Context: an optimization exercise on an open-source flow, tuned for small area and a short achievable clock period. The choices shown serve that exercise and are no tape-out recipe.
At most, simulation tests tie the RTL to the original design; equivalence was not proved.
The RTL of run 1 was laid out without a check of its function.
Power figures rest on the tool's default switching activity, not on a simulated workload.

`flow/run.sh`:
```
#!/bin/bash
# Layout flow: the standard ORFS flow (standard.sh, which also runs the
# standard synthesis unchanged), with one change: the port buffers that
# buffer_ports inserts are plain buf_1 cells instead of the delay buffer it
# picks by default. The timing repair steps may still resize them.
set -euo pipefail
export BUFFER_PORTS_ARGS="-buffer_cell sky130_fd_sc_hd__buf_1"
bash standard.sh > standard.log 2>&1
```
`standard.sh`:
```
#!/bin/bash
# synth_recipe.tcl (not shown) runs the flow's synth.tcl, then flattens the netlist and writes it again
# the make line also repeats each setting of config.mk as NAME=value (left out here)
make -C /OpenROAD-flow-scripts/flow DESIGN_CONFIG=/design/flow/config.mk WORK_HOME=/design/flow/orfs CLKGATE_MAP_FILE= SYNTH_SCRIPT=/design/flow/synth_recipe.tcl "${@:-finish}"
```
`config.mk`:
```
export PLATFORM = sky130hd
export DESIGN_NAME = trace_monitor
export DESIGN_NICKNAME = trace_monitor
export VERILOG_FILES = /design/flow/design.v
export SDC_FILE = /design/flow/constraint.sdc
export NUM_CORES = 4
export LEC_CHECK = 0
export CAP_MARGIN = 20
export CORE_MARGIN = 2
export CORE_UTILIZATION = 65
export CTS_CLUSTER_DIAMETER = 100
export CTS_CLUSTER_SIZE = 30
export PLACE_DENSITY = 0.75
export SETUP_SLACK_MARGIN = 2.9
export SLEW_MARGIN = 20
export TNS_END_PERCENT = 60
```
`constraint.sdc`:
```
create_clock -name core_clock -period 5.0 [get_ports {clk}]
set_input_delay 1.0000 -clock core_clock [delete_from_list [all_inputs] [get_ports {clk}]]
set_output_delay 1.0000 -clock core_clock [all_outputs]
set_load 0.01 [all_outputs]
```
`design.v`:
```
`default_nettype none
package trace_monitor_pkg;
    typedef enum logic [3:0] {
        TRIG_START_EN   = 4'h0,
        TRIG_END_EN     = 4'h1,
        TRIG_START_ADDR = 4'h2,
        TRIG_END_ADDR   = 4'h3,
        RANGE_LO_EN     = 4'h4,
        RANGE_HI_EN     = 4'h5,
        RANGE_LO        = 4'h6,
        RANGE_HI        = 4'h7
    } ctrl_addr_t;
    localparam int INSTR_WIDTH = 32;
    localparam logic [INSTR_WIDTH-1:0] WFI_INSTRUCTION = 32'h1050_0073;
endpackage
`default_nettype wire
`timescale 1ns/1ns
`default_nettype none
module trace_monitor #(
    parameter int XLEN          = 32,
    parameter int DELTA_WIDTH   = 16,
    parameter int WFI_HOLD      = 8,
    parameter int FIFO_DEPTH    = 8,
    parameter bit WRITE_ON_EDGE = 1'b1
) (
    input  wire logic clk,
    input  wire logic rst_n,
    input  wire logic [XLEN-1:0] pc,
    input  wire logic [31:0] instr,
    input  wire logic en,
    input  wire logic [3:0] ctrl_addr,
    input  wire logic [XLEN-1:0] ctrl_wdata,
    input  wire logic ctrl_write_enable,
    input  wire logic m_tready,
    output logic      m_tvalid,
    output logic [32+DELTA_WIDTH+XLEN-1:0] m_tdata,
    output logic      m_tlast,
    output logic      overflow
);
    localparam int REC_W   = 32 + DELTA_WIDTH + XLEN;
    localparam int MEM_N   = FIFO_DEPTH - 1;           
    localparam int WCNT_W  = $clog2(WFI_HOLD + 1);
    localparam logic [31:0] WFI = trace_monitor_pkg::WFI_INSTRUCTION;
    function automatic logic [1:0] ucmp(input logic [XLEN-1:0] a, input logic [XLEN-1:0] b);
        logic [XLEN-1:0] g, l;
        g = a & ~b;
        l = ~a & b;
        for (int s = 1; s < XLEN; s = s * 2) begin
            for (int i = 0; i + s < XLEN; i = i + 2 * s) begin
                g[i] = g[i+s] | (~l[i+s] & g[i]);
                l[i] = l[i+s] | (~g[i+s] & l[i]);
            end
        end
        ucmp = {g[0], l[0]};
    endfunction
    logic            we_q;
    logic            wr;
    logic            start_en, end_en, lo_en, hi_en;
    logic [XLEN-1:0] start_addr, end_addr, lo_bound, hi_bound;
    logic            start_en_n, end_en_n, lo_en_n, hi_en_n;
    logic [XLEN-1:0] start_addr_n, end_addr_n, lo_bound_n, hi_bound_n;
    logic            wr_lo, wr_hi;
    assign wr    = WRITE_ON_EDGE ? (ctrl_write_enable & ~we_q) : ctrl_write_enable;
    assign wr_lo = wr && (ctrl_addr == trace_monitor_pkg::RANGE_LO);
    assign wr_hi = wr && (ctrl_addr == trace_monitor_pkg::RANGE_HI);
    always_comb begin
        start_en_n   = start_en;
        end_en_n     = end_en;
        start_addr_n = start_addr;
        end_addr_n   = end_addr;
        lo_en_n      = lo_en;
        hi_en_n      = hi_en;
        lo_bound_n   = lo_bound;
        hi_bound_n   = hi_bound;
        if (!rst_n) begin
            start_en_n   = 1'b0;
            end_en_n     = 1'b0;
            start_addr_n = '0;
            end_addr_n   = '1;
            lo_en_n      = 1'b0;
            hi_en_n      = 1'b0;
            lo_bound_n   = '0;
            hi_bound_n   = '1;
        end else if (wr) begin
            case (ctrl_addr)
                trace_monitor_pkg::TRIG_START_EN:   start_en_n   = ctrl_wdata[0];
                trace_monitor_pkg::TRIG_END_EN:     end_en_n     = ctrl_wdata[0];
                trace_monitor_pkg::TRIG_START_ADDR: start_addr_n = ctrl_wdata;
                trace_monitor_pkg::TRIG_END_ADDR:   end_addr_n   = ctrl_wdata;
                trace_monitor_pkg::RANGE_LO_EN:     lo_en_n      = ctrl_wdata[0];
                trace_monitor_pkg::RANGE_HI_EN:     hi_en_n      = ctrl_wdata[0];
                trace_monitor_pkg::RANGE_LO:        lo_bound_n   = ctrl_wdata;
                trace_monitor_pkg::RANGE_HI:        hi_bound_n   = ctrl_wdata;
                default: ;
            endcase
        end
    end
    always_ff @(posedge clk) begin
        we_q       <= rst_n & ctrl_write_enable;
        start_en   <= start_en_n;
        end_en     <= end_en_n;
        start_addr <= start_addr_n;
        end_addr   <= end_addr_n;
        lo_en      <= lo_en_n;
        hi_en      <= hi_en_n;
        lo_bound   <= lo_bound_n;
        hi_bound   <= hi_bound_n;
    end
    logic [XLEN-1:0] pc_s0;
    logic [31:0]     instr_s0;
    logic            s0_ok;
    logic            hist_ok_n;           
    logic            hist_is_wfi, hist_is_wfi_n;
    assign hist_ok_n     = rst_n && s0_ok;
    assign hist_is_wfi_n = hist_ok_n && (instr_s0 == WFI);
    always_ff @(posedge clk) begin
        pc_s0       <= pc;
        instr_s0    <= instr;
        s0_ok       <= rst_n;
        hist_is_wfi <= hist_is_wfi_n;
    end
    logic [WCNT_W-1:0] wfi_cnt, wfi_cnt_n;
    always_comb begin
        if (!rst_n || !hist_is_wfi)  wfi_cnt_n = '0;
        else if (wfi_cnt < WFI_HOLD) wfi_cnt_n = wfi_cnt + 1'b1;
        else                         wfi_cnt_n = wfi_cnt;
    end
    always_ff @(posedge clk) wfi_cnt <= wfi_cnt_n;
    logic started, ended, started_n, ended_n;
    logic start_hit, end_hit;
    always_comb begin
        started_n = started;
        ended_n   = ended;
        if (start_hit) begin
            started_n = 1'b1;
            ended_n   = 1'b0;
        end
        if (end_hit) begin
            ended_n   = 1'b1;
            started_n = 1'b0;
        end
        if (!rst_n) begin
            started_n = 1'b0;
            ended_n   = 1'b0;
        end
    end
    always_ff @(posedge clk) begin
        started <= started_n;
        ended   <= ended_n;
    end
    logic [1:0] cmp_lo, cmp_hi, cmp_wd;
    logic       early_n, lo_keep, hi_keep, keep_n;
    logic       trig_hold, trig_end, trig_n, moved_n;
    logic       ok_q, wd_gt_q, wd_lt_q, wr_lo_q, wr_hi_q;
    assign cmp_lo = ucmp(pc_s0, lo_bound);
    assign cmp_hi = ucmp(pc_s0, hi_bound);
    assign cmp_wd = ucmp(pc_s0, ctrl_wdata);
    assign early_n = hist_ok_n && (pc_s0 != '0) && (wfi_cnt_n != WCNT_W'(WFI_HOLD));
    assign lo_keep = !lo_en_n || !cmp_lo[0];
    assign hi_keep = !hi_en_n || !cmp_hi[1];
    assign keep_n  = wr_lo ? hi_keep : (wr_hi ? lo_keep : (lo_keep && hi_keep));
    assign start_hit = start_en && (pc == start_addr);
    assign end_hit   = end_en && (pc == end_addr);
    assign trig_hold = (!start_en_n || started) && (!end_en_n || !ended);
    assign trig_end  = !start_en_n && !end_en_n;
    assign trig_n    = end_hit ? trig_end : (start_hit || trig_hold);
    assign moved_n   = (pc != pc_s0) || (wfi_cnt_n == WCNT_W'(WFI_HOLD - 1));
    always_ff @(posedge clk) begin
        ok_q    <= early_n && keep_n && trig_n && moved_n;
        wd_gt_q <= cmp_wd[1];
        wd_lt_q <= cmp_wd[0];
        wr_lo_q <= wr_lo && lo_en;
        wr_hi_q <= wr_hi && hi_en;
    end
    logic record_write;
    assign record_write = en && ok_q && !(wr_lo_q && wd_lt_q) && !(wr_hi_q && wd_gt_q);
    localparam int LO_W = DELTA_WIDTH / 2;
    logic [DELTA_WIDTH-1:0] cycles, cycles_n, cycles_inc, carry;
    logic                   lo_wrap, sat;    
    assign carry[0]    = 1'b1;
    assign carry[LO_W] = lo_wrap;
    for (genvar i = 1; i < LO_W; i++) begin : g_carry_lo
        assign carry[i] = &cycles[i-1:0];
    end
    for (genvar i = LO_W + 1; i < DELTA_WIDTH; i++) begin : g_carry_hi
        assign carry[i] = lo_wrap && (&cycles[i-1:LO_W]);
    end
    assign cycles_inc = cycles ^ carry;
    always_comb begin
        if (!rst_n)              cycles_n = '0;
        else if (record_write)   cycles_n = {{(DELTA_WIDTH-1){1'b0}}, 1'b1};
        else if (!sat)           cycles_n = cycles_inc;
        else                     cycles_n = cycles;
    end
    always_ff @(posedge clk) begin
        cycles  <= cycles_n;
        lo_wrap <= rst_n && !record_write
                   && (sat || (cycles[LO_W-1:0] == {{(LO_W-1){1'b1}}, 1'b0}));
        sat     <= rst_n && !record_write
                   && (sat || (cycles == {{(DELTA_WIDTH-1){1'b1}}, 1'b0}));
    end
    logic [REC_W-1:0]  head_q;
    logic              valid_q, tlast_q, ovf_q;
    logic [MEM_N-1:0][REC_W-1:0] slot_d;    
    logic [MEM_N-1:0][DELTA_WIDTH-1:0] slot_t;
    logic [MEM_N-1:0]  slot_l;
    logic [MEM_N-1:0]  wr_oh, rd_oh, wr_oh_n, rd_oh_n;
    logic [MEM_N-1:0]  mtherm, mtherm_n;   
    logic              mnz, mfull;
    logic              head_free, to_mem, from_mem;
    logic [REC_W-1:0]  next_data;
    logic              next_last;
    assign mnz       = mtherm[0];
    assign mfull     = mtherm[MEM_N-1];
    assign head_free = !valid_q || m_tready;
    assign from_mem  = head_free && mnz;
    assign to_mem    = record_write && !mfull && (mnz || !head_free);
    always_comb begin
        wr_oh_n  = wr_oh;
        rd_oh_n  = rd_oh;
        mtherm_n = mtherm;
        if (to_mem)   wr_oh_n = {wr_oh[MEM_N-2:0], wr_oh[MEM_N-1]};
        if (from_mem) rd_oh_n = {rd_oh[MEM_N-2:0], rd_oh[MEM_N-1]};
        if (to_mem) begin
            if (!from_mem) mtherm_n = {mtherm[MEM_N-2:0], 1'b1};
        end else begin
            if (from_mem)  mtherm_n = {1'b0, mtherm[MEM_N-1:1]};
        end
        if (!rst_n) begin
            wr_oh_n  = MEM_N'(1);
            rd_oh_n  = MEM_N'(1);
            mtherm_n = '0;
        end
    end
    logic [MEM_N-1:0] slot_we, wr_prev, we_00, we_01, we_10, we_11;
    assign wr_prev = {wr_oh[MEM_N-2:0], wr_oh[MEM_N-1]};    
    always_comb begin
        we_00 = mfull ? '0 : wr_oh;
        we_01 = wr_oh;
        if (mfull)    we_10 = '0;
        else if (mnz) we_10 = mtherm[MEM_N-2] ? '0 : wr_prev;
        else          we_10 = valid_q ? wr_prev : wr_oh;
        we_11 = (mnz && !mfull) ? wr_prev : wr_oh;
        case ({record_write, m_tready})
            2'b00:   slot_we = we_00;
            2'b01:   slot_we = we_01;
            2'b10:   slot_we = we_10;
            default: slot_we = we_11;
        endcase
    end
    always_ff @(posedge clk) begin
        for (int i = 0; i < MEM_N; i++) begin
            if (slot_we[i]) begin
                slot_d[i] <= {instr_s0, {DELTA_WIDTH{1'b0}}, pc_s0};
                slot_l[i] <= hist_is_wfi_n;
            end
        end
    end
    always_ff @(posedge clk) begin
        for (int i = 0; i < MEM_N; i++) begin
            if (wr_oh[i] && !mfull) slot_t[i] <= cycles;
        end
    end
    always_comb begin
        next_data = '0;
        next_last = 1'b0;
        next_data[XLEN +: DELTA_WIDTH] = mnz ? '0 : cycles;
        for (int i = 0; i < MEM_N; i++) begin
            next_data[XLEN-1:0]            |= {XLEN{rd_oh[i]}} & slot_d[i][XLEN-1:0];
            next_data[REC_W-1:XLEN+DELTA_WIDTH] |= {32{rd_oh[i]}} & slot_d[i][REC_W-1:XLEN+DELTA_WIDTH];
            next_data[XLEN +: DELTA_WIDTH] |= {DELTA_WIDTH{rd_oh[i] && mnz}} & slot_t[i];
            next_last = next_last | (rd_oh[i] && slot_l[i]);
        end
    end
    always_ff @(posedge clk) begin
        if (head_free) head_q <= next_data;
    end
    always_ff @(posedge clk) begin
        wr_oh  <= wr_oh_n;
        rd_oh  <= rd_oh_n;
        mtherm <= mtherm_n;
        if (!rst_n) begin
            valid_q <= 1'b0;
            tlast_q <= 1'b0;
            ovf_q   <= 1'b0;
        end else begin
            valid_q <= (valid_q && !m_tready) || mnz || record_write;
            if (head_free) tlast_q <= next_last && (mnz || record_write);
            if (record_write && mfull) ovf_q <= 1'b1;
        end
    end
    assign m_tvalid = valid_q;
    assign m_tdata  = head_q;
    assign m_tlast  = tlast_q;
    assign overflow = ovf_q;
endmodule
`default_nettype wire
```
==> impl_metrics.env, run 1 <==
export IMPL_grt_overflow_total=0
export IMPL_max_vdd_ir_drop_uv=219
export IMPL_power_switching_w=0.00270
export IMPL_seq_area_mm2=0.0246
export IMPL_end_kind="flip-flop"
export IMPL_start_util_pct=65.8
export IMPL_ys_top_cells_by_count="edfxtp_1 (647), nand2_1 (279), dfxtp_1 (252)"
export IMPL_place_area_mm2=0.0352
export IMPL_power_density_mw_per_mm2=326
export IMPL_antenna_found_initial=1
export IMPL_finalCriticalPeriod_ns=2.41
export IMPL_cts_buffer_depth=3
export IMPL_worst_setup_path_start_kind="primary input"
export IMPL_pwr_share_clk_pct=28.4
export IMPL_cts_num_sinks=899
export IMPL_route_antenna_remaining_nets=0
export IMPL_place_congestion=0.957
export IMPL_num_vias=22800
export IMPL_synth_most_common_cell="edfxtp_1"
export IMPL_synth_area_leader_cell="edfxtp_1"
export IMPL_synthFlopType="edfxtp_1"
export IMPL_final_max_slew_viol_count=0
export IMPL_power_frac_seq_pct=66.5
export IMPL_hold_viol=0
export IMPL_portBuffers=187
export IMPL_setup_tns_ns=0
export IMPL_dp_hpwl_mm=50.3
export IMPL_place_ws_ns=1.41
export IMPL_holdBufCountCts=0
export IMPL_die_x_um=232
export IMPL_setup_violations=0
export IMPL_synth_edff_count=647
export IMPL_relSlewSlack_pct=37.3
export IMPL_startpoint="ctrl_addr[1]"
export IMPL_r2r_end="ok_q"
export IMPL_wl_per_cell_um=27.5
export IMPL_ys_seq_area_share_pct=72.5
export IMPL_rrSetupSlack_ns=2.61
export IMPL_combPwrFrac_pct=5.1
export IMPL_multi_input_area_mm2=0.00905
export IMPL_drtPass1Iterations=8
export IMPL_root_buffer="clkbuf_16"
export IMPL_coreArea_mm2=0.0513
export IMPL_cts_buffers_inserted=35
export IMPL_syn_cell_area_mm2=0.0337
export IMPL_syn_instance_count=2444
export IMPL_final_area_mm2=0.0384
export IMPL_critPathMaxFanout=4
export IMPL_crit_chain="buf_6 > or4b_4 > o31ai_4 > a21oi_2 > a22oi_2 > nor2_1 > or4_1 > nor4_2"
export IMPL_io_pins=188
export IMPL_dp_cells=3213
export IMPL_total_power_w=0.0125
export IMPL_rsz0062_at_grt="yes"
export IMPL_cts_tree="done"
export IMPL_synth_avg_cell_area_um2=13.8
export IMPL_routed_wl_mm=92.6
export IMPL_clk_latency_ns=0.60
export IMPL_ff2ff_path_depth=7
export IMPL_die_area_mm2=0.0538
export IMPL_drtIter0Drc=3370
export IMPL_grt_pass1_vias=21200
export IMPL_yosysTopAreaCellShare_pct=57.6
export IMPL_r2r_start="pc_s0[7]"
export IMPL_cpPeakStageDelay_ns=0.58
export IMPL_area_delta_synth_final_pct=13.9
export IMPL_p_leak_nw=13.0
export IMPL_max_freq_ghz=0.415
export IMPL_cts_clk_slew_worst_paths_ns=0.11
export IMPL_drive_above_1_share_pct=12.4
export IMPL_hold_path_class="flip-flop to flip-flop"
export IMPL_worstPathArrival_ns=2.93
export IMPL_ctsHtreeMaxLevel=2
export IMPL_postSynth_asyncResetShare_pct=0
export IMPL_track_usage_pct=31.3
export IMPL_drc=0
export IMPL_fin_crit_sh_pct=48.2
export IMPL_maxCapViolCount=0
export IMPL_cp_slowest_cell="or4b_4"
export IMPL_nNetsFinal=2779
export IMPL_nFillCells=3195
export IMPL_ys_top_cells_by_area="edfxtp_1 (58%), dfxtp_1 (15%), a22oi_1 (3.7%), nand2_1 (3.1%), xor2_1 (2.5%)"
export IMPL_rows=83
export IMPL_crit_type="primary input to flip-flop"
export IMPL_die_y_um=232
export IMPL_switching_share_pct=21.6
export IMPL_synth_warnings=1
export IMPL_outcome="timing/DRC/antenna clean"
export IMPL_grt_max_degree=66
export IMPL_synth_distinct_cells=65
export IMPL_grt_first_pass_wirelength_mm=126
export IMPL_setup_slack_ns=2.59
export IMPL_synth_seq_cells=899
export IMPL_intPower_w=0.00981
export IMPL_crit_required_ns=5.52
export IMPL_final_cells=3373
export IMPL_tightestPinTransition_ns=0.941
export IMPL_via_per_inst=6.75
export IMPL_finClkSkew_ns=0.0186
export IMPL_synth_nets=2555
export IMPL_setup_worst_path_end="ok_q"
metal layers:
| layer | wire length (µm) | vias up | track usage, % |
|---|---|---|---|
| met5 | 0 | - | 0 |
| met4 | 4610 | 0 | 14.5 |
| met3 | 8610 | 240 | 4.15 |
| met2 | 45000 | 1443 | 51.4 |
| met1 | 34400 | 11300 | 42.1 |
| li1 | - | 9806 | - |
worst min path at each step:
| stage | from | end | slack [ns] | cells after the start |
|---|---|---|---|---|
| 2_1_floorplan | hi_en | wr_hi_q | 0.43 | 1 |
| 3_3_place_gp | lo_bound[1] | lo_bound[1] | 0.44 | 2 |
| 3_5_place_dp | lo_bound[1] | lo_bound[1] | 0.45 | 2 |
| 4_1_cts | lo_bound[1] | lo_bound[1] | 0.46 | 2 |
| 5_1_grt | instr[19] | instr_s0[19] | 0.46 | 1 |
| 6_report | lo_bound[1] | lo_bound[1] | 0.46 | 2 |
worst max-delay path, delay by kind of cell:
family	cells	cell delay (ns)
compound gates	3	0.54
buf+inv	1	0.09
simple gates	4	1.29
metrics by stage:
stage	utilization [%]	hold WS, ns
5_1_grt	74.9	0.464
4_1_cts	71.7	0.465
6_report	74.9	0.463
3_5_place_dp	68.7	0.449
3_3_place_gp	68.7	0.442
2_1_floorplan	-	0.430
kinds of logic after synthesis:
family | count (synthesis) | share of synthesized area [%]
AOI/OAI and AO/OA | 529 | 11.5
xor gates and xnor gates | 110 | 2.85
adders and majority gates | 47 | 1.44
buffers and inverters | 184 | 2.05
DFF | 899 | 72.5
muxes | 6 | 0.178
and+or+nand+nor | 669 | 9.41
placed cells by master, fill, tap and decap left out, types with 16 or more instances in the layout:
master | Yosys | final
buf_6 | 0 | 34
buf_1 | 10 | 143
o211ai_1 | 32 | 32
dfxtp_4 | 0 | 16
a41oi_1 | 18 | 18
a22oi_1 | 166 | 164
a21oi_1 | 113 | 108
dfxtp_2 | 0 | 22
dfxtp_1 | 252 | 214
a31oi_1 | 18 | 18
clkbuf_16 | 0 | 58
nand2_1 | 279 | 277
clkbuf_2 | 0 | 32
nor4_1 | 35 | 29
maj3_1 | 41 | 40
nand2b_1 | 50 | 49
nor2b_1 | 60 | 57
nor2_1 | 80 | 62
edfxtp_1 | 647 | 647
inv_1 | 47 | 44
nand3_1 | 118 | 116
xor2_1 | 97 | 96
o21ai_0 | 20 | 16
a222oi_1 | 81 | 81
buf_4 | 0 | 48
buf_12 | 0 | 17
clkbuf_1 | 122 | 24
power groups by stage:
stage	logic (W)	clock network, W	registers [W]
final	0.000640	0.00355	0.00832
after floorplan	0.000280	0	0.00843
after global placement	0.000501	0	0.00847
after CTS	0.000539	0.00354	0.00832
after global routing	0.000682	0.00378	0.00834
after detailed placement	0.000513	0	0.00848
timing repair:
action / 4_1_cts / 5_1_grt
pin swaps: 13 / 28
gates cloned: 4 / 36
gates resized for setup: 77 / 189
buffers inserted: 16 / 41
endpoints found under the setup margin: 723 / 587
flip-flops by register name, indices dropped and copies added (netlist names), 4 cells and up:
| register | flops |
|---|---|
| head_q | 80 |
| slot_t | 112 |
| mtherm | 7 |
| rd_oh | 7 |
| pc_s0 | 32 |
| instr_s0 | 32 |
| start_addr | 32 |
| slot_l | 7 |
| cycles | 16 |
| wr_oh | 7 |
| lo_bound | 32 |
| hi_bound | 32 |
| end_addr | 32 |
| slot_d | 448 |
| wfi_cnt | 4 |
cell type report:
type                            count  share of cell area, %
Tap cell                          680                   2.21
Timing Repair Buffer              320                   7.13
Inverter                           51                  0.524
Sequential cell                   899                   63.9
Antenna cell                        1                0.00651
Multi-Input combinational cell   1361                   23.6
Clock buffer                       61                   2.64
==> run 2, diff against run 1 <==
--- a/design.v
+++ b/design.v
@@ -151,7 +151,7 @@
     logic [1:0] cmp_lo, cmp_hi, cmp_wd;
     logic       early_n, lo_keep, hi_keep, keep_n;
     logic       trig_hold, trig_end, trig_n, moved_n;
-    logic       ok_q, wd_gt_q, wd_lt_q, wr_lo_q, wr_hi_q;
+    logic       ok_c, ok_p, wd_gt_q, wd_lt_q, wr_lo_q, wr_hi_q;
     assign cmp_lo = ucmp(pc_s0, lo_bound);
     assign cmp_hi = ucmp(pc_s0, hi_bound);
     assign cmp_wd = ucmp(pc_s0, ctrl_wdata);
@@ -166,14 +166,15 @@
     assign trig_n    = end_hit ? trig_end : (start_hit || trig_hold);
     assign moved_n   = (pc != pc_s0) || (wfi_cnt_n == WCNT_W'(WFI_HOLD - 1));
     always_ff @(posedge clk) begin
-        ok_q    <= early_n && keep_n && trig_n && moved_n;
+        ok_c    <= early_n && keep_n;
+        ok_p    <= trig_n && moved_n;
         wd_gt_q <= cmp_wd[1];
         wd_lt_q <= cmp_wd[0];
         wr_lo_q <= wr_lo && lo_en;
         wr_hi_q <= wr_hi && hi_en;
     end
     logic record_write;
-    assign record_write = en && ok_q && !(wr_lo_q && wd_lt_q) && !(wr_hi_q && wd_gt_q);
+    assign record_write = en && ok_c && ok_p && !(wr_lo_q && wd_lt_q) && !(wr_hi_q && wd_gt_q);
     localparam int LO_W = DELTA_WIDTH / 2;
     logic [DELTA_WIDTH-1:0] cycles, cycles_n, cycles_inc, carry;
     logic                   lo_wrap, sat;    
--- a/config.mk
+++ b/config.mk
@@ -13,4 +13,4 @@
 export PLACE_DENSITY = 0.75
 export SETUP_SLACK_MARGIN = 2.9
 export SLEW_MARGIN = 20
-export TNS_END_PERCENT = 60
+export TNS_END_PERCENT = 30
==> run 2 against run 1 <==
Non-clock buffer count is 19 lower. Critical path type unchanged. Critical endpoint is now ok_p. Sequential power hardly changed. Maximum frequency is 3.4% higher. Design area is 1.0% lower. Flip-flop and latch count is 1 higher. Combinational power is 4.1% lower. First-iteration DRC count is 10% lower. Synthesized cell count is 0.45% lower. Critical path depth is 2 lower. Register-to-register slack better by 0.07 ns. Global-route usage is 0.13 points lower. Clock-buffer cell count stayed put.
==> impl_metrics.env, run 2 <==
export IMPL_outcome="timing/DRC/antenna clean"
export IMPL_seq_area_mm2=0.0246
export IMPL_cp_top_family="compound AO/OA/AOI/OAI gates"
export IMPL_cts_buffer_depth=3
export IMPL_grt_overflow_total=0
export IMPL_grt_pass1_vias=21200
export IMPL_grt_first_pass_wirelength_mm=126
export IMPL_final_max_slew_viol_count=0
export IMPL_top_regs="slot_d: 448 flops, slot_t: 112 flops, head_q: 80 flops"
export IMPL_rows=83
export IMPL_ff2ff_path_depth=8
export IMPL_nFillCells=3257
export IMPL_area_delta_synth_final_pct=12.8
export IMPL_final_common_cell="edfxtp_1"
export IMPL_rsz0062_at_grt="yes"
export IMPL_drive_above_1_share_pct=12.1
export IMPL_max_freq_ghz=0.429
export IMPL_synth_distinct_cells=69
export IMPL_dp_hpwl_mm=50.6
export IMPL_die_y_um=232
export IMPL_path_buf_inv=1
export IMPL_coreArea_mm2=0.0513
export IMPL_syn_instance_count=2433
export IMPL_worst_setup_path_start_kind="primary input"
export IMPL_cts_tree="done"
export IMPL_track_usage_pct=31.2
export IMPL_p_leak_nw=12.7
export IMPL_ctsHtreeMaxLevel=2
export IMPL_synth_seq_cells=900
export IMPL_hold_start="lo_bound[11]"
export IMPL_rrSetupSlack_ns=2.68
export IMPL_end_kind="flip-flop"
export IMPL_ys_seq_area_share_pct=72.6
export IMPL_synth_most_common_cell="edfxtp_1"
export IMPL_antenna_found_initial=0
export IMPL_ys_top_cells_by_area="edfxtp_1 (58%), dfxtp_1 (15%), a22oi_1 (3.7%), nand2_1 (3.1%), a222oi_1 (2.4%)"
export IMPL_routed_wl_mm=88.7
export IMPL_r2r_start="pc_s0[3]"
export IMPL_start_util_pct=65.7
export IMPL_portBuffers=187
export IMPL_wl_per_cell_um=26.5
export IMPL_grt_max_degree=66
export IMPL_largest_register_ffs=448
export IMPL_power_density_mw_per_mm2=328
export IMPL_cts_buffers_inserted=35
export IMPL_critPathMaxFanout=23
export IMPL_drc=0
export IMPL_synthFlopType="edfxtp_1"
export IMPL_synth_edff_count=647
export IMPL_crit_required_ns=5.55
export IMPL_ys_top_cells_by_count="edfxtp_1 (647), nand2_1 (278), dfxtp_1 (253)"
export IMPL_worstPathArrival_ns=2.88
export IMPL_final_cell_mix="edfxtp_1 (647), nand2_1 (277), dfxtp_1 (218)"
export IMPL_startpoint="rst_n"
export IMPL_num_antenna_cells=0
export IMPL_nNetsFinal=2748
export IMPL_setup_worst_path_end="ok_p"
export IMPL_fin_crit_sh_pct=46.6
export IMPL_synth_avg_cell_area_um2=13.9
export IMPL_r2r_end="ok_c"
export IMPL_synth_nets=2544
export IMPL_cp_num_cells=6
export IMPL_multi_input_area_mm2=0.00907
export IMPL_finalCriticalPeriod_ns=2.33
export IMPL_die_x_um=232
export IMPL_via_per_inst=6.63
export IMPL_crit_chain="clkbuf_2 > nand2_1 > nor2_1 > nand2_1 > o31ai_1 > o311a_1"
export IMPL_drtIter0Drc=3024
export IMPL_setup_violations=0
export IMPL_final_cells=3341
export IMPL_place_congestion=0.949
export IMPL_relSlewSlack_pct=28.8
export IMPL_synth_warnings=1
export IMPL_yosysTopAreaCellShare_pct=57.6
export IMPL_drtPass1Iterations=9
export IMPL_cts_num_sinks=900
export IMPL_finClkSkew_ns=0.0337
export IMPL_die_area_mm2=0.0537
export IMPL_root_buffer="clkbuf_16"
export IMPL_hold_viol=0
export IMPL_dp_cells=3204
export IMPL_maxCapViolCount=0
export IMPL_clk_latency_ns=0.60
export IMPL_setup_tns_ns=0
export IMPL_cpMostUsedCell="nand2_1"
export IMPL_postSynth_asyncResetShare_pct=0
export IMPL_cpPeakStageDelay_ns=0.57
export IMPL_io_pins=188
export IMPL_hold_path_class="flip-flop to flip-flop"
export IMPL_tightestPinTransition_ns=1.06
export IMPL_syn_cell_area_mm2=0.0337
export IMPL_cp_slowest_cell="clkbuf_2"
export IMPL_num_vias=22100
export IMPL_route_antenna_remaining_nets=0
export IMPL_top_register="slot_d"
export IMPL_max_vdd_ir_drop_uv=253
export IMPL_crit_type="primary input to flip-flop"
export IMPL_synth_area_leader_cell="edfxtp_1"
export IMPL_cts_clk_slew_worst_paths_ns=0.12
-- run 2: changes by cell type after synthesis, sizes merged, moves of 6 or more --
cell | previous run | this run
a21oi | 114 | 120
buf | 11 | 19
clkbuf | 122 | 116
maj3 | 41 | 49
nand2b | 50 | 36
nand3 | 118 | 107
nand4 | 11 | 24
nor2 | 80 | 88
nor2b | 60 | 50
nor4 | 36 | 24
o211ai | 32 | 39
xnor2 | 13 | 63
xor2 | 97 | 47
-- run 2: how the worst min path moves through the flow --
stage	endpoint	cells past startpoint	slack, ns
CTS	lo_bound[11]	2	0.46
global route	instr_s0[13]	1	0.48
finish	lo_bound[11]	2	0.46
detailed placement	lo_bound[11]	2	0.45
global placement	lo_bound[11]	2	0.44
floorplan	lo_bound[10]	2	0.44
-- run 2: per-layer routing --
metal | share of wire [%] | vias up | track usage, %
met5 | 0 | - | 0
met4 | 3.2 | 0 | 10.4
met3 | 8.8 | 163 | 3.51
met2 | 49 | 1285 | 52.1
met1 | 39 | 11000 | 43.3
li1 | - | 9685 | -
-- run 2: cell type report --
class / count / area share, %
well taps: 680 / 2.24
flip-flops and latches: 900 / 64.7
clock buffers: 61 / 2.67
multi-input cells: 1343 / 23.8
inverters: 55 / 0.602
repair inverters: 1 / 0.0197
repair buffers: 301 / 5.98
-- run 2: cell families after synthesis --
logic type      count (synthesis)  synth area share, %
flops                         900                 72.6
buf+inv                       190                 2.21
compound gates                532                 11.5
fa+ha+maj                      55                 1.72
simple gates                  639                 8.89
mux                             7                0.211
xor+xnor                      110                 2.86
-- run 2: stage by stage --
step / util, % / area, µm² / power, W / hold slack [ns] / setup WS (ns)
floorplan: - / 33800 / 0.00873 / 0.436 / 1.63
global placement: 68.7 / 35300 / 0.00898 / 0.443 / 1.37
detailed placement: 68.7 / 35300 / 0.00901 / 0.448 / 1.29
CTS: 71.9 / 36900 / 0.0124 / 0.464 / 2.67
global route: 74.1 / 38000 / 0.0128 / 0.477 / 2.61
finish: 74.1 / 38000 / 0.0125 / 0.464 / 2.67
-- run 2: what timing repair did --
action | 4_1_cts | 5_1_grt
resized for setup | 121 | 125
cloned | 1 | 21
setup buffers | 24 | 30
endpoints found under the setup margin | 675 | 646
pin swaps | 19 | 33
hold buffers | 0 | 0
-- run 2: worst register-to-register path: stages (launching register included) --
cell and delay, ns:
dfxtp_4 0.52, nand2b_1 0.16, maj3_1 0.22, o2111ai_1 0.15, o211ai_2 0.31, a211oi_2 0.12, nor3_2 0.24, o41ai_2 0.12
a2111oi_2 0.39
-- run 2: report_power, final --
group / leakage (nW) / switching (W) / internal [W]
Combinational: 4.00 / 0.000378 / 0.000236
Sequential: 8.25 / 0.000168 / 0.00816
Clock: 0.484 / 0.00212 / 0.00141
Total: 12.7 / 0.00267 / 0.00981
==> run 3, diff against run 2 <==
--- a/config.mk
+++ b/config.mk
@@ -7,10 +7,10 @@
 export LEC_CHECK = 0
 export CAP_MARGIN = 20
 export CORE_MARGIN = 2
-export CORE_UTILIZATION = 65
+export CORE_UTILIZATION = 75
 export CTS_CLUSTER_DIAMETER = 100
 export CTS_CLUSTER_SIZE = 30
-export PLACE_DENSITY = 0.75
+export PLACE_DENSITY = 0.85
 export SETUP_SLACK_MARGIN = 2.9
 export SLEW_MARGIN = 20
 export TNS_END_PERCENT = 30
==> run 3 against run 2 <==
Critical endpoint unchanged. Sequential share of layout area is 0.28 points lower. Core utilization is 12 points higher. Still clean. Maximum frequency is 6.1% lower. Flip-flop and latch count stayed put. Area after synthesis stayed put. Global-route usage is 6.4 points higher.
==> impl_metrics.env, run 3 <==
export IMPL_hold_path_class="flip-flop to flip-flop"
export IMPL_top_register="slot_d"
export IMPL_max_vdd_ir_drop_uv=310
export IMPL_postSynth_asyncResetShare_pct=0
export IMPL_cts_clk_slew_worst_paths_ns=0.11
export IMPL_grt_first_pass_wirelength_mm=131
export IMPL_synth_avg_cell_area_um2=13.9
export IMPL_cp_num_cells=9
export IMPL_coreArea_mm2=0.0443
export IMPL_drc=0
export IMPL_synth_warnings=1
export IMPL_grt_pass1_vias=21900
export IMPL_hold_start="lo_bound[10]"
export IMPL_num_vias=23700
export IMPL_finClkSkew_ns=0.0211
export IMPL_cts_buffers_inserted=35
export IMPL_ys_top_cells_by_area="edfxtp_1 (58%), dfxtp_1 (15%), a22oi_1 (3.7%), nand2_1 (3.1%), a222oi_1 (2.4%)"
export IMPL_maxCapViolCount=0
export IMPL_syn_instance_count=2433
export IMPL_setup_violations=0
export IMPL_nFillCells=1901
export IMPL_synth_nets=2544
export IMPL_worstPathArrival_ns=2.98
export IMPL_place_area_mm2=0.0351
export IMPL_routed_wl_mm=97.0
export IMPL_holdPathStages=2
export IMPL_grt_overflow_total=0
export IMPL_cpPeakStageDelay_ns=0.45
export IMPL_drive_above_1_share_pct=13.3
export IMPL_p_leak_nw=12.8
export IMPL_worst_setup_path_start_kind="primary input"
export IMPL_grt_max_degree=84
export IMPL_die_x_um=216
export IMPL_cts_num_sinks=900
export IMPL_crit_type="primary input to flip-flop"
export IMPL_finalCriticalPeriod_ns=2.48
export IMPL_yosysTopAreaCellShare_pct=57.6
export IMPL_rows=77
export IMPL_crit_chain="clkbuf_2 > xnor2_1 > nand4_1 > nor4_2 > nand4_1 > nor4_4 > buf_4 > o21ai_2 > o311a_1"
export IMPL_dp_hpwl_mm=49.9
export IMPL_relSlewSlack_pct=21.5
export IMPL_final_area_mm2=0.0382
export IMPL_antenna_found_initial=4
export IMPL_synth_area_leader_cell="edfxtp_1"
export IMPL_synthFlopType="edfxtp_1"
export IMPL_die_y_um=216
export IMPL_route_antenna_remaining_nets=0
export IMPL_portBuffers=187
export IMPL_rsz0062_at_grt="yes"
export IMPL_fin_util_pct=86.2
export IMPL_largest_register_ffs=448
export IMPL_outcome="timing/DRC/antenna clean"
export IMPL_io_pins=188
export IMPL_cts_buffer_depth=3
export IMPL_cp_top_family="simple AND/OR/NAND/NOR gates"
export IMPL_max_freq_ghz=0.403
export IMPL_synth_seq_cells=900
export IMPL_top_regs="slot_d: 448 flops, slot_t: 112 flops, head_q: 80 flops"
export IMPL_ys_top_cells_by_count="edfxtp_1 (647), nand2_1 (278), dfxtp_1 (253)"
export IMPL_end_kind="flip-flop"
export IMPL_ys_seq_area_share_pct=72.6
export IMPL_synth_most_common_cell="edfxtp_1"
export IMPL_die_area_mm2=0.0467
export IMPL_r2r_start="wr_lo_q"
export IMPL_nNetsFinal=2755
export IMPL_wl_per_cell_um=29.8
export IMPL_critPathMaxFanout=4
export IMPL_start_util_pct=76.1
export IMPL_synth_edff_count=647
export IMPL_drtIter0Drc=4148
export IMPL_crit_required_ns=5.49
export IMPL_path_buf_inv=2
export IMPL_ctsHtreeMaxLevel=2
export IMPL_synth_distinct_cells=69
export IMPL_startpoint="pc[13]"
export IMPL_cpMostUsedCell="nand4_1"
export IMPL_tightestPinTransition_ns=1.18
export IMPL_syn_cell_area_mm2=0.0337
export IMPL_hold_viol=0
export IMPL_cts_tree="done"
export IMPL_place_congestion=0.975
export IMPL_root_buffer="clkbuf_16"
export IMPL_setup_tns_ns=0
export IMPL_cp_slowest_cell="nor4_4"
export IMPL_clk_latency_ns=0.61
export IMPL_power_density_mw_per_mm2=329
export IMPL_final_cell_mix="edfxtp_1 (647), nand2_1 (275), dfxtp_1 (216)"
export IMPL_ff2ff_path_depth=8
export IMPL_fin_crit_sh_pct=49.7
export IMPL_area_delta_synth_final_pct=13.3
export IMPL_final_common_cell="edfxtp_1"
export IMPL_final_max_slew_viol_count=0
export IMPL_track_usage_pct=37.6
export IMPL_via_per_inst=7.26
export IMPL_drtPass1Iterations=10
==> run 3: worst min-delay path, stage by stage (launching register included) <==
cell and delay, ns:
dfxtp_1 0.33, nand2_1 0.05, a21oi_1 0.05
==> run 3: layer usage <==
metal	vias up	GRT usage, %	wire length, µm
met5	-	0	43
met3	430	6.08	11700
li1	9700	-	-
met1	11300	49.4	32200
met4	6	18.4	6430
met2	2194	62.1	46700
==> run 3: through the flow <==
step / hold slack [ns] / setup WS [ns] / cells / total power [W]
6_report: 0.468 / 2.52 / 3260 / 0.0126
5_1_grt: 0.481 / 2.50 / 3259 / 0.0128
4_1_cts: 0.469 / 2.71 / 3204 / 0.0123
3_5_place_dp: 0.451 / 1.51 / 3113 / 0.00900
3_3_place_gp: 0.444 / 1.61 / 3112 / 0.00896
2_1_floorplan: 0.436 / 1.63 / 2433 / 0.00873
==> run 3: layout make-up <==
type | count | area [µm²] | area share [%]
sequential | 900 | 24600 | 64.4
multi-input combinational | 1344 | 9240 | 24.2
timing repair buffer | 308 | 2420 | 6.33
clock buffer | 59 | 966 | 2.53
tap | 592 | 741 | 1.94
inverter | 55 | 229 | 0.599
clock inverter | 1 | 8.76 | 0.0229
antenna | 1 | 2.50 | 0.00655
==> run 3: cell families (layout without fill, tap and decap cells) <==
family	count (synthesis)	count (layout)	share of synthesized area, %
AO/OA/AOI/OAI	532	532	11.5
XOR/XNOR	110	110	2.86
adder cells (fa/ha/maj)	55	55	1.72
buffers and inverters	190	423	2.21
flip-flops	900	900	72.6
multiplexers	7	7	0.211
other	0	1	0
AND/OR/NAND/NOR	639	640	8.89
==> run 3: what timing repair did <==
action                                  4_1_cts  5_1_grt
resized for setup                           145      146
buffers inserted                             25       35
gates cloned                                  6       20
pin swaps                                    24       41
endpoints found under the setup margin      646      648
hold buffers                                  0        0
==> run 3: final timing paths <==
path	to	slack (ns)
max reg2reg	slot_d[557]	2.62
max	ok_p	2.52
min	lo_bound[10]	0.47
min reg2reg	lo_bound[10]	0.47
==> run 3: where the power goes <==
| part | leakage [nW] | switching, W | internal (W) |
|---|---|---|---|
| Clock | 0.464 | 0.00219 | 0.00136 |
| Sequential | 8.25 | 0.000173 | 0.00816 |
| Combinational | 4.13 | 0.000422 | 0.000257 |
==> run 4, diff against run 3 <==
--- a/config.mk
+++ b/config.mk
@@ -7,10 +7,10 @@
 export LEC_CHECK = 0
 export CAP_MARGIN = 20
 export CORE_MARGIN = 2
-export CORE_UTILIZATION = 75
+export CORE_UTILIZATION = 70
 export CTS_CLUSTER_DIAMETER = 100
 export CTS_CLUSTER_SIZE = 30
-export PLACE_DENSITY = 0.85
+export PLACE_DENSITY = 0.8
 export SETUP_SLACK_MARGIN = 2.9
 export SLEW_MARGIN = 20
 export TNS_END_PERCENT = 30
==> run 4 against run 3 <==
Still clean. Clock skew fell by 0.0012 ns. Via count fell by 4.1%. First-iteration DRC count fell by 11%. Non-clock buffer count fell by 19. Core utilization fell by 6.5 points. Critical path depth fell by 1. Combinational power fell by 5.2%. Area after synthesis did not move. Sequential share of layout area rose by 0.41 points. Worst setup slack improved by 0.12 ns. Design area fell by 0.63%. Wire length fell by 6.6%. Critical path type is now flip-flop to flip-flop.
==> impl_metrics.env, run 4 <==
export IMPL_path_buf_inv=3
export IMPL_io_pins=188
export IMPL_fin_util_pct=79.7
export IMPL_tightestPinTransition_ns=1.09
export IMPL_via_per_inst=6.95
export IMPL_synth_nets=2544
export IMPL_nNetsFinal=2735
export IMPL_place_congestion=0.944
export IMPL_max_vdd_ir_drop_uv=292
export IMPL_synth_edff_count=647
export IMPL_grt_first_pass_wirelength_mm=125
export IMPL_clk_latency_ns=0.60
export IMPL_synth_simple_area_share_pct=8.89
export IMPL_p_leak_nw=12.7
export IMPL_drive_above_1_share_pct=12.3
export IMPL_power_density_mw_per_mm2=330
export IMPL_maxCapViolCount=0
export IMPL_holdBufCountCts=0
export IMPL_num_vias=22700
export IMPL_syn_cell_area_mm2=0.0337
export IMPL_yosysTopAreaCellShare_pct=57.6
export IMPL_area_delta_synth_final_pct=12.6
export IMPL_start_util_pct=70.8
export IMPL_grt_max_degree=66
export IMPL_top_register="slot_d"
export IMPL_synthFlopType="edfxtp_1"
export IMPL_die_area_mm2=0.0500
export IMPL_postSynth_asyncResetShare_pct=0
export IMPL_final_cell_mix="edfxtp_1 (647), nand2_1 (275), dfxtp_1 (216)"
export IMPL_synth_most_common_cell="edfxtp_1"
export IMPL_drtPass1Iterations=9
export IMPL_cts_buffers_inserted=35
export IMPL_ys_seq_area_share_pct=72.6
export IMPL_drc=0
export IMPL_rsz0062_at_grt="yes"
export IMPL_multi_input_area_mm2=0.00916
export IMPL_ys_top_cells_by_count="edfxtp_1 (647), nand2_1 (278), dfxtp_1 (253)"
export IMPL_syn_instance_count=2433
export IMPL_finalCriticalPeriod_ns=2.36
export IMPL_top_regs="slot_d: 448 flops, slot_t: 112 flops, head_q: 80 flops"
export IMPL_routed_wl_mm=90.7
export IMPL_place_ws_ns=1.27
export IMPL_drtIter0Drc=3710
export IMPL_finClkSkew_ns=0.0199
export IMPL_synth_xor_area_share_pct=2.86
export IMPL_die_x_um=224
export IMPL_worst_setup_path_start_kind="flip-flop"
export IMPL_ys_top_cells_by_area="edfxtp_1 (58%), dfxtp_1 (15%), a22oi_1 (3.7%), nand2_1 (3.1%), a222oi_1 (2.4%)"
export IMPL_synth_seq_cells=900
export IMPL_synth_warnings=1
export IMPL_setup_violations=0
export IMPL_route_antenna_remaining_nets=0
export IMPL_final_common_cell="edfxtp_1"
export IMPL_nFillCells=2535
export IMPL_antenna_found_initial=1
export IMPL_synth_area_mux_share_pct=0.211
export IMPL_portBuffers=187
export IMPL_outcome="timing/DRC/antenna clean"
export IMPL_grt_pass1_vias=21100
export IMPL_end_kind="flip-flop"
export IMPL_cts_tree="done"
export IMPL_max_freq_ghz=0.423
export IMPL_ctsHtreeMaxLevel=2
export IMPL_crit_type="flip-flop to flip-flop"
export IMPL_hold_viol=0
export IMPL_cts_buffer_depth=3
export IMPL_hold_path_class="flip-flop to flip-flop"
export IMPL_wl_per_cell_um=27.8
export IMPL_cp_top_family="simple AND/OR/NAND/NOR gates"
export IMPL_cpMostUsedCell="buf_6"
export IMPL_final_max_slew_viol_count=0
export IMPL_crit_chain="mux2i_4 > a221oi_4 > nor2_2 > o22ai_4 > nor2_4 > buf_6 > buf_6 > clkbuf_16"
export IMPL_worstPathArrival_ns=2.69
export IMPL_setup_tns_ns=0
export IMPL_cts_clk_slew_worst_paths_ns=0.11
export IMPL_rows=80
export IMPL_seq_area_mm2=0.0246
export IMPL_crit_required_ns=5.32
export IMPL_synth_area_leader_cell="edfxtp_1"
export IMPL_track_usage_pct=33.4
export IMPL_relSlewSlack_pct=26.7
export IMPL_cp_slowest_cell="dfxtp_2"
export IMPL_coreArea_mm2=0.0476
export IMPL_root_buffer="clkbuf_16"
export IMPL_critPathMaxFanout=8
export IMPL_cpPeakStageDelay_ns=0.48
export IMPL_grt_overflow_total=0
export IMPL_synth_avg_cell_area_um2=13.9
export IMPL_synth_compound_area_share_pct=11.5
export IMPL_largest_register_ffs=448
export IMPL_synthAdderAreaFrac_pct=1.72
export IMPL_setup_slack_ns=2.64
export IMPL_dp_hpwl_mm=49.5
export IMPL_synth_top_family_by_area="compound AO/OA/AOI/OAI gates"
export IMPL_die_y_um=224
export IMPL_fin_crit_sh_pct=47.3
export IMPL_cts_num_sinks=900
export IMPL_synth_distinct_cells=69
==> run 4: final timing paths <==
| check | from | end | slack [ns] | depth (start not counted) |
|---|---|---|---|---|
| setup / recovery | mtherm[0] | slot_d[502] | 2.64 | 8 |
| hold / removal | lo_bound[21] | lo_bound[21] | 0.47 | 2 |
| hold reg to reg | lo_bound[21] | lo_bound[21] | 0.47 | 2 |
| setup reg to reg | mtherm[0] | slot_d[502] | 2.64 | 8 |
==> run 4: cells by family after synthesis <==
kind of cell,after synthesis
AOI/OAI and AO/OA,532
xor gates and xnor gates,110
adders and majority gates,55
buffers and inverters,190
DFF,900
muxes,7
and+or+nand+nor,639
==> run 4: repair_timing <==
action,4_1_cts,5_1_grt
resized for setup,133,131
setup buffers,23,25
setup endpoints to repair,744,764
pin swaps,17,22
gates cloned,4,21
==> run 4: routing by layer <==
metal / vias to the layer above / global-route usage, % / wire [µm]
met1: 11100 / 46.8 / 32900
met3: 243 / 4.49 / 10600
met2: 1746 / 54.4 / 43200
li1: 9671 / - / -
met4: 0 / 12.3 / 4050
met5: - / 0 / 0
==> run 4: where the power goes <==
| group | leakage [nW] | internal, W | switching [W] |
|---|---|---|---|
| registers | 8.25 | 0.00816 | 0.000164 |
| clock network | 0.485 | 0.00140 | 0.00217 |
| logic | 3.96 | 0.000241 | 0.000402 |
==> run 4: cell type report <==
cell class / count / share of cell area, %
sequential: 900 / 64.8
clock buffer: 61 / 2.62
tap: 615 / 2.03
inverter: 55 / 0.597
timing repair buffer: 289 / 5.77
multi-input combinational: 1343 / 24.1
antenna: 1 / 0.00659
clock inverter: 2 / 0.0659
==> run 4: metrics by stage <==
| step | instance area (µm²) | total power (W) | instances | hold slack, ns |
|---|---|---|---|---|
| finish | 38000 | 0.0125 | 3266 | 0.469 |
| detailed placement | 35100 | 0.00900 | 3129 | 0.458 |
| CTS | 36900 | 0.0124 | 3219 | 0.465 |
| global route | 38000 | 0.0128 | 3265 | 0.469 |
| global placement | 35100 | 0.00897 | 3128 | 0.446 |
| floorplan | 33800 | 0.00873 | 2433 | 0.436 |
==> run 4: tightest hold or removal path: cells and delay by family (launching register included) <==
kind | cells | cell delay, ns
flops | 1 | 0.33
simple gates | 1 | 0.05
compound gates | 1 | 0.05
==> run 5, diff against run 4 <==
--- a/design.v
+++ b/design.v
@@ -60,6 +60,11 @@
     logic            start_en_n, end_en_n, lo_en_n, hi_en_n;
     logic [XLEN-1:0] start_addr_n, end_addr_n, lo_bound_n, hi_bound_n;
     logic            wr_lo, wr_hi;
+    logic            start_en_w, end_en_w, lo_en_w, hi_en_w;
+    assign start_en_w = (wr && ctrl_addr == trace_monitor_pkg::TRIG_START_EN) ? ctrl_wdata[0] : start_en;
+    assign end_en_w   = (wr && ctrl_addr == trace_monitor_pkg::TRIG_END_EN)   ? ctrl_wdata[0] : end_en;
+    assign lo_en_w    = (wr && ctrl_addr == trace_monitor_pkg::RANGE_LO_EN)   ? ctrl_wdata[0] : lo_en;
+    assign hi_en_w    = (wr && ctrl_addr == trace_monitor_pkg::RANGE_HI_EN)   ? ctrl_wdata[0] : hi_en;
     assign wr    = WRITE_ON_EDGE ? (ctrl_write_enable & ~we_q) : ctrl_write_enable;
     assign wr_lo = wr && (ctrl_addr == trace_monitor_pkg::RANGE_LO);
     assign wr_hi = wr && (ctrl_addr == trace_monitor_pkg::RANGE_HI);
@@ -151,30 +156,30 @@
     logic [1:0] cmp_lo, cmp_hi, cmp_wd;
     logic       early_n, lo_keep, hi_keep, keep_n;
     logic       trig_hold, trig_end, trig_n, moved_n;
-    logic       ok_c, ok_p, wd_gt_q, wd_lt_q, wr_lo_q, wr_hi_q;
+    logic       ok_c, ok_p, ok_w;
     assign cmp_lo = ucmp(pc_s0, lo_bound);
     assign cmp_hi = ucmp(pc_s0, hi_bound);
     assign cmp_wd = ucmp(pc_s0, ctrl_wdata);
-    assign early_n = hist_ok_n && (pc_s0 != '0) && (wfi_cnt_n != WCNT_W'(WFI_HOLD));
-    assign lo_keep = !lo_en_n || !cmp_lo[0];
-    assign hi_keep = !hi_en_n || !cmp_hi[1];
+    logic wfi_force_n, wfi_stop_n;
+    assign wfi_force_n = hist_is_wfi && (wfi_cnt == WCNT_W'(WFI_HOLD - 2));
+    assign wfi_stop_n  = hist_is_wfi && (wfi_cnt >= WCNT_W'(WFI_HOLD - 1));
+    assign early_n = hist_ok_n && (pc_s0 != '0) && !wfi_stop_n;
+    assign lo_keep = !lo_en_w || !cmp_lo[0];
+    assign hi_keep = !hi_en_w || !cmp_hi[1];
     assign keep_n  = wr_lo ? hi_keep : (wr_hi ? lo_keep : (lo_keep && hi_keep));
     assign start_hit = start_en && (pc == start_addr);
     assign end_hit   = end_en && (pc == end_addr);
-    assign trig_hold = (!start_en_n || started) && (!end_en_n || !ended);
-    assign trig_end  = !start_en_n && !end_en_n;
+    assign trig_hold = (!start_en_w || started) && (!end_en_w || !ended);
+    assign trig_end  = !start_en_w && !end_en_w;
     assign trig_n    = end_hit ? trig_end : (start_hit || trig_hold);
-    assign moved_n   = (pc != pc_s0) || (wfi_cnt_n == WCNT_W'(WFI_HOLD - 1));
+    assign moved_n   = (pc != pc_s0) || wfi_force_n;
     always_ff @(posedge clk) begin
         ok_c    <= early_n && keep_n;
         ok_p    <= trig_n && moved_n;
-        wd_gt_q <= cmp_wd[1];
-        wd_lt_q <= cmp_wd[0];
-        wr_lo_q <= wr_lo && lo_en;
-        wr_hi_q <= wr_hi && hi_en;
+        ok_w    <= !(wr_lo && lo_en && cmp_wd[0]) && !(wr_hi && hi_en && cmp_wd[1]);
     end
     logic record_write;
-    assign record_write = en && ok_c && ok_p && !(wr_lo_q && wd_lt_q) && !(wr_hi_q && wd_gt_q);
+    assign record_write = en && ok_c && ok_p && ok_w;
     localparam int LO_W = DELTA_WIDTH / 2;
     logic [DELTA_WIDTH-1:0] cycles, cycles_n, cycles_inc, carry;
     logic                   lo_wrap, sat;    
@@ -253,7 +258,7 @@
         for (int i = 0; i < MEM_N; i++) begin
             if (slot_we[i]) begin
                 slot_d[i] <= {instr_s0, {DELTA_WIDTH{1'b0}}, pc_s0};
-                slot_l[i] <= hist_is_wfi_n;
+                slot_l[i] <= (instr_s0 == WFI);
             end
         end
     end
==> run 5 against run 4 <==
Design area is 1.8% higher. Clock power increased by 1%. Die area increased by 0.88%. Maximum frequency is 2.8% higher. Register-to-register slack improved by 0.10 ns. Largest power group unchanged. Non-clock buffer count rose by 25. Combinational power is 17% lower. Wire length is 10% higher. Still clean on timing, DRC and antenna. Clock-buffer cell count is 1 lower.
==> impl_metrics.env, run 5 <==
export IMPL_coreArea_mm2=0.0478
export IMPL_synth_area_mux_share_pct=0.235
export IMPL_cts_num_sinks=897
export IMPL_cp_slowest_cell="a2111oi_2"
export IMPL_track_usage_pct=36.6
export IMPL_final_common_cell="edfxtp_1"
export IMPL_synth_top_family_by_area="compound AO/OA/AOI/OAI gates"
export IMPL_synth_simple_area_share_pct=9.09
export IMPL_root_buffer="clkbuf_16"
export IMPL_final_area_mm2=0.0386
export IMPL_final_max_slew_viol_count=0
export IMPL_synthFlopType="edfxtp_1"
export IMPL_ys_top_cells_by_count="edfxtp_1 (647), nand2_1 (274), dfxtp_1 (250)"
export IMPL_crit_type="primary input to flip-flop"
export IMPL_critPathMaxFanout=6
export IMPL_power_density_mw_per_mm2=320
export IMPL_synth_warnings=1
export IMPL_setup_violations=0
export IMPL_rows=80
export IMPL_clk_latency_ns=0.61
export IMPL_dp_hpwl_mm=48.3
export IMPL_synth_most_common_cell="edfxtp_1"
export IMPL_ys_seq_area_share_pct=71.8
export IMPL_die_area_mm2=0.0504
export IMPL_path_buf_inv=1
export IMPL_finalCriticalPeriod_ns=2.30
export IMPL_synth_nets=2559
export IMPL_hold_path_class="flip-flop to flip-flop"
export IMPL_drtPass1Iterations=12
export IMPL_relSlewSlack_pct=34.6
export IMPL_cpPeakStageDelay_ns=0.39
export IMPL_synth_edff_count=647
export IMPL_synth_distinct_cells=71
export IMPL_die_y_um=224
export IMPL_top_regs="slot_d: 448 flops, slot_t: 112 flops, head_q: 80 flops"
export IMPL_hold_viol=0
export IMPL_start_util_pct=71.1
export IMPL_drive_above_1_share_pct=11.8
export IMPL_nFillCells=2543
export IMPL_largest_register_ffs=448
export IMPL_fin_crit_sh_pct=46.0
export IMPL_final_cell_mix="edfxtp_1 (647), nand2_1 (272), dfxtp_1 (212)"
export IMPL_grt_overflow_total=0
export IMPL_crit_chain="buf_1 > nand2b_1 > a2111oi_2 > nor3_1 > a311oi_1 > o21ai_1 > o21bai_1 > a32oi_1"
export IMPL_worstPathArrival_ns=2.85
export IMPL_tightestPinTransition_ns=0.980
export IMPL_rsz0062_at_grt="yes"
export IMPL_max_freq_ghz=0.435
export IMPL_synth_xor_area_share_pct=2.86
export IMPL_maxCapViolCount=0
export IMPL_rrSetupSlack_ns=2.74
export IMPL_top_register="slot_d"
export IMPL_grt_first_pass_wirelength_mm=137
export IMPL_synth_compound_area_share_pct=12.5
export IMPL_routed_wl_mm=100
export IMPL_setup_tns_ns=0
export IMPL_worst_setup_path_start_kind="primary input"
export IMPL_place_area_mm2=0.0354
export IMPL_wl_per_cell_um=30.2
export IMPL_max_vdd_ir_drop_uv=245
export IMPL_crit_required_ns=5.55
export IMPL_drtIter0Drc=4082
export IMPL_synth_avg_cell_area_um2=13.9
export IMPL_ctsHtreeMaxLevel=2
export IMPL_portBuffers=187
export IMPL_end_kind="flip-flop"
export IMPL_synth_seq_cells=897
export IMPL_syn_cell_area_mm2=0.0340
export IMPL_area_delta_synth_final_pct=13.5
export IMPL_antenna_found_initial=1
export IMPL_place_congestion=0.888
export IMPL_synth_area_leader_cell="edfxtp_1"
export IMPL_grt_pass1_vias=22500
export IMPL_cts_tree="done"
export IMPL_nNetsFinal=2790
export IMPL_via_per_inst=7.14
export IMPL_finClkSkew_ns=0.0297
export IMPL_cts_buffers_inserted=35
export IMPL_drc=0
export IMPL_cts_clk_slew_worst_paths_ns=0.12
export IMPL_cp_top_family="compound AO/OA/AOI/OAI gates"
export IMPL_io_pins=188
export IMPL_ys_top_cells_by_area="edfxtp_1 (57%), dfxtp_1 (15%), a22oi_1 (3.7%), nand2_1 (3.0%), a222oi_1 (2.4%)"
export IMPL_grt_max_degree=87
export IMPL_num_vias=23700
export IMPL_fin_util_pct=80.8
export IMPL_synthAdderAreaFrac_pct=1.30
export IMPL_postSynth_asyncResetShare_pct=0
export IMPL_cts_buffer_depth=3
export IMPL_route_antenna_remaining_nets=0
export IMPL_p_leak_nw=13.1
export IMPL_outcome="timing/DRC/antenna clean"
export IMPL_die_x_um=224
export IMPL_yosysTopAreaCellShare_pct=57.1
export IMPL_syn_instance_count=2447
[run 5: cell count changes after synthesis, moves of 13 or more]
cell	before	now
xor2_1	47	87
a21boi_0	1	81
clkbuf_1	115	128
nand2b_1	36	49
a21oi_1	120	29
nor2_1	88	58
nor2b_1	48	61
xnor2_1	63	24
[run 5: through the flow]
step / power, W / hold WS, ns / setup WS [ns] / cells
after floorplan: 0.00859 / 0.432 / 1.95 / 2447
after global placement: 0.00881 / 0.448 / 1.37 / 3140
after detailed placement: 0.00884 / 0.460 / 1.30 / 3140
after CTS: 0.0122 / 0.454 / 2.73 / 3286
after global routing: 0.0126 / 0.462 / 2.63 / 3320
final: 0.0124 / 0.473 / 2.70 / 3320
[run 5: cell families (layout without fill, tap and decap cells)]
kind of cell    count (synthesis)  after routing
flops                         897            897
other cells                     0              1
xor+xnor                      111            111
simple gates                  645            646
compound gates                546            561
mux                             8              8
buf+inv                       198            439
fa+ha+maj                      42             42
[run 5: worst min-delay path: stages, from the launching register on]
cell and delay, ns:
dfxtp_1 0.33, nand2_1 0.05, a21boi_0 0.06
[run 5: power by group]
group	internal, W	switching [W]	total, W
Combinational	0.000202	0.000331	0.000533
Clock	0.00140	0.00221	0.00361
Sequential	0.00806	0.000156	0.00822
Total	0.00966	0.00270	0.0124
[run 5: layer usage]
metal	vias up	global-route usage (%)	share of wire (%)
met5	-	0	0
met4	0	18.5	6.0
met3	362	6.73	12
met2	1974	60.9	48
met1	11500	46.7	34
li1	9877	-	-
[run 5: timing repair]
item                       CTS  global route
hold endpoints to repair     0             0
setup endpoints to repair  622           628
resized for setup          102            84
cloned                      18            12
setup buffers               65            21
hold buffers                 0             0
pin swaps                   18            18
[run 5: final timing paths]
| kind | from | endpoint | depth (start not counted) |
|---|---|---|---|
| setup / recovery | ctrl_wdata[25] | ok_w | 8 |
| hold / removal | lo_bound[22] | lo_bound[22] | 2 |
| setup reg to reg | pc_s0[24] | ok_c | 7 |
| hold reg to reg | lo_bound[22] | lo_bound[22] | 2 |
[run 5: cell type report]
class                      instances  area, µm²  share of cell area [%]
tap                              615        769                    1.99
sequential                       897      24500                    63.5
clock inverter                     3       30.0                  0.0777
multi-input combinational       1368       9470                    24.5
antenna                            1       2.50                 0.00648
clock buffer                      60        991                    2.56
inverter                          62        272                   0.703
timing repair buffer             314       2580                    6.67
==> run 6, diff against run 5 <==
--- a/config.mk
+++ b/config.mk
@@ -7,10 +7,10 @@
 export LEC_CHECK = 0
 export CAP_MARGIN = 20
 export CORE_MARGIN = 2
-export CORE_UTILIZATION = 70
+export CORE_UTILIZATION = 65
 export CTS_CLUSTER_DIAMETER = 100
 export CTS_CLUSTER_SIZE = 30
-export PLACE_DENSITY = 0.8
-export SETUP_SLACK_MARGIN = 2.9
+export PLACE_DENSITY = 0.75
+export SETUP_SLACK_MARGIN = 2.75
 export SLEW_MARGIN = 20
 export TNS_END_PERCENT = 30
==> run 6 against run 5 <==
Design area is 3.1% lower. Area after synthesis unchanged. Flip-flop and latch count is the same.
==> impl_metrics.env, run 6 <==
export IMPL_final_max_slew_viol_count=0
export IMPL_synth_nets=2559
export IMPL_wl_per_cell_um=25.6
export IMPL_grt_max_degree=87
export IMPL_clk_latency_ns=0.62
export IMPL_synth_top_family_by_area="compound AO/OA/AOI/OAI gates"
export IMPL_cts_buffers_inserted=36
export IMPL_place_ws_ns=1.28
export IMPL_setup_slack_ns=2.65
export IMPL_relSlewSlack_pct=35.0
export IMPL_synth_seq_cells=897
export IMPL_cts_clk_slew_worst_paths_ns=0.12
export IMPL_die_area_mm2=0.0542
export IMPL_synthAdderAreaFrac_pct=1.30
export IMPL_root_buffer="clkbuf_16"
export IMPL_end_kind="flip-flop"
export IMPL_power_density_mw_per_mm2=330
export IMPL_via_per_inst=6.63
export IMPL_maxCapViolCount=0
export IMPL_synth_edff_count=647
export IMPL_grt_overflow_total=0
export IMPL_cts_tree="done"
export IMPL_routed_wl_mm=85.3
export IMPL_syn_instance_count=2447
export IMPL_synth_area_mux_share_pct=0.235
export IMPL_ctsHtreeMaxLevel=2
export IMPL_p_leak_nw=12.5
export IMPL_top_regs="slot_d: 448 flops, slot_t: 112 flops, head_q: 80 flops"
export IMPL_area_delta_synth_final_pct=10.1
export IMPL_ys_top_cells_by_count="edfxtp_1 (647), nand2_1 (274), dfxtp_1 (250)"
export IMPL_largest_register_ffs=448
export IMPL_rrSetupSlack_ns=2.65
export IMPL_drtIter0Drc=2661
export IMPL_total_power_w=0.0124
export IMPL_top_register="slot_d"
export IMPL_final_cell_mix="edfxtp_1 (647), nand2_1 (273), dfxtp_1 (216)"
export IMPL_die_x_um=233
export IMPL_fin_crit_sh_pct=46.9
export IMPL_synth_compound_area_share_pct=12.5
export IMPL_hold_path_class="flip-flop to flip-flop"
export IMPL_synth_warnings=1
export IMPL_drtPass1Iterations=8
export IMPL_cts_buffer_depth=3
export IMPL_rows=83
export IMPL_crit_type="flip-flop to flip-flop"
export IMPL_crit_required_ns=5.52
export IMPL_final_common_cell="edfxtp_1"
export IMPL_setup_tns_ns=0
export IMPL_die_y_um=233
export IMPL_synth_most_common_cell="edfxtp_1"
export IMPL_critPathMaxFanout=15
export IMPL_drive_above_1_share_pct=8.20
export IMPL_synthFlopType="edfxtp_1"
export IMPL_synth_avg_cell_area_um2=13.9
export IMPL_ys_seq_area_share_pct=71.8
export IMPL_worst_setup_path_start_kind="flip-flop"
export IMPL_num_vias=22100
export IMPL_grt_first_pass_wirelength_mm=125
export IMPL_coreArea_mm2=0.0515
export IMPL_hold_viol=0
export IMPL_synth_area_leader_cell="edfxtp_1"
export IMPL_setup_violations=0
export IMPL_nNetsFinal=2731
export IMPL_postSynth_asyncResetShare_pct=0
export IMPL_place_congestion=0.893
export IMPL_synth_xor_area_share_pct=2.86
export IMPL_route_antenna_remaining_nets=0
export IMPL_synth_simple_area_share_pct=9.09
export IMPL_max_vdd_ir_drop_uv=236
export IMPL_ys_top_cells_by_area="edfxtp_1 (57%), dfxtp_1 (15%), a22oi_1 (3.7%), nand2_1 (3.0%), a222oi_1 (2.4%)"
export IMPL_outcome="timing/DRC/antenna clean"
export IMPL_start_util_pct=66.1
export IMPL_synth_distinct_cells=71
export IMPL_portBuffers=187
export IMPL_yosysTopAreaCellShare_pct=57.1
export IMPL_max_freq_ghz=0.426
export IMPL_finalCriticalPeriod_ns=2.35
export IMPL_cts_num_sinks=897
export IMPL_rsz0062_at_grt="yes"
export IMPL_tightestPinTransition_ns=0.975
export IMPL_worstPathArrival_ns=2.87
export IMPL_track_usage_pct=30.8
export IMPL_holdBufCountCts=0
export IMPL_io_pins=188
export IMPL_antenna_found_initial=0
export IMPL_drc=0
export IMPL_num_antenna_cells=0
export IMPL_finClkSkew_ns=0.0363
export IMPL_dp_hpwl_mm=49.0
export IMPL_grt_pass1_vias=21100
export IMPL_syn_cell_area_mm2=0.0340
==> run 6: cell counts after synthesis <==
No cell type changed its count.
==> run 6: path summary, 6_finish.rpt <==
check	from	to	cells past startpoint
setup / recovery	pc_s0[28]	ok_c	7
hold / removal	lo_bound[5]	lo_bound[5]	2
setup reg to reg	pc_s0[28]	ok_c	7
hold reg to reg	lo_bound[5]	lo_bound[5]	2
==> run 6: report_power, final <==
group	switching (W)	internal, W
clock	0.00216	0.00148
sequential	0.000144	0.00806
combinational	0.000316	0.000193
total	0.00262	0.00973
==> run 6: critical path, cell delays in order (launching register included) <==
cell and delay [ns]:
dfxtp_2 0.56, nor2b_1 0.34, a2111oi_2 0.14, or3_1 0.42
o211ai_1 0.15, o2bb2ai_1 0.15, o221ai_1 0.14, a2111oi_2 0.35
==> run 6: repair_timing <==
item / in CTS / in global routing
pin swaps: 6 / 9
gates resized for setup: 28 / 76
endpoints found under the setup margin: 505 / 559
gates cloned: 8 / 5
setup buffers: 15 / 25
==> run 6: cells by family (layout without fill, tap and decap cells) <==
logic type,after synthesis,after routing
multiplexers,8,8
XOR/XNOR,111,111
AND/OR/NAND/NOR,645,646
adder cells (fa/ha/maj),42,42
AO/OA/AOI/OAI,546,554
buffers and inverters,198,387
flip-flops,897,897
==> run 6: per-stage QoR <==
step,utilization [%],cell area (µm²),instances,hold slack (ns)
detailed placement,68.9,35500,3208,0.457
CTS,71.7,37000,3295,0.466
global route,72.7,37500,3325,0.464
finish,72.7,37500,3325,0.472
global placement,68.9,35500,3208,0.450
floorplan,-,34100,2447,0.432
==> run 6: routing by layer <==
layer | part of all wire (%) | up-vias | GRT usage [%]
met5 | 0 | - | 0
met4 | 4.2 | 0 | 13.2
met3 | 8.3 | 201 | 4.20
met2 | 49 | 1149 | 50.9
met1 | 38 | 11000 | 41.2
li1 | - | 9744 | -
==> run 6: layout make-up <==
type	instances	area [µm²]
clock buffers	60	1010
clock inverters	4	71.3
fillers	3379	14000
inverters	62	250
multi-input cells	1361	9260
flip-flops and latches	897	24500
well taps	680	851
repair buffers	261	1500

-- re-timing with driven ports --
In the flow no input, the clock included, has a driving cell. The finished layouts below were timed again as built, in two steps.
Step 1 sets driving cells, clkbuf_16 on the clock port and buf_2 on the other inputs (assumed; they add their load-dependent delay and slew).
Step 2 moves the port delays by t, midway between the first and last clock arrival at a register: inputs arrive t later, outputs are due t later. That takes back most of the time a late clock gives input paths.
Slacks: no drivers / after step 1 / after step 2; pairs: no drivers / after step 1.
| run | t (ns) | setup slack, ns | clock arrival spread, ns | worst slew at a driven data input, ns |
|---|---|---|---|---|
| run 1 | 0.653 | 2.589 / 2.606 / 1.966 | 0.023 / 0.023 | 0.08 |
| run 2 | 0.647 | 2.668 / 2.677 / 2.057 | 0.034 / 0.035 | 0.08 |
| run 3 | 0.649 | 2.516 / 2.538 / 1.889 | 0.028 / 0.029 | 0.07 |
| run 4 | 0.658 | 2.636 / 2.636 / 2.013 | 0.025 / 0.026 | 0.07 |
| run 5 | 0.663 | 2.701 / 2.672 / 2.071 | 0.043 / 0.043 | 0.06 |
| run 6 | 0.663 | 2.653 / 2.641 / 2.020 | 0.039 / 0.039 | 0.07 |
After both steps every run listed still meets setup and hold. For run 6, which loses most, drivers alone change the setup slack by -0.012 ns; drivers and shift together by -0.633 ns.
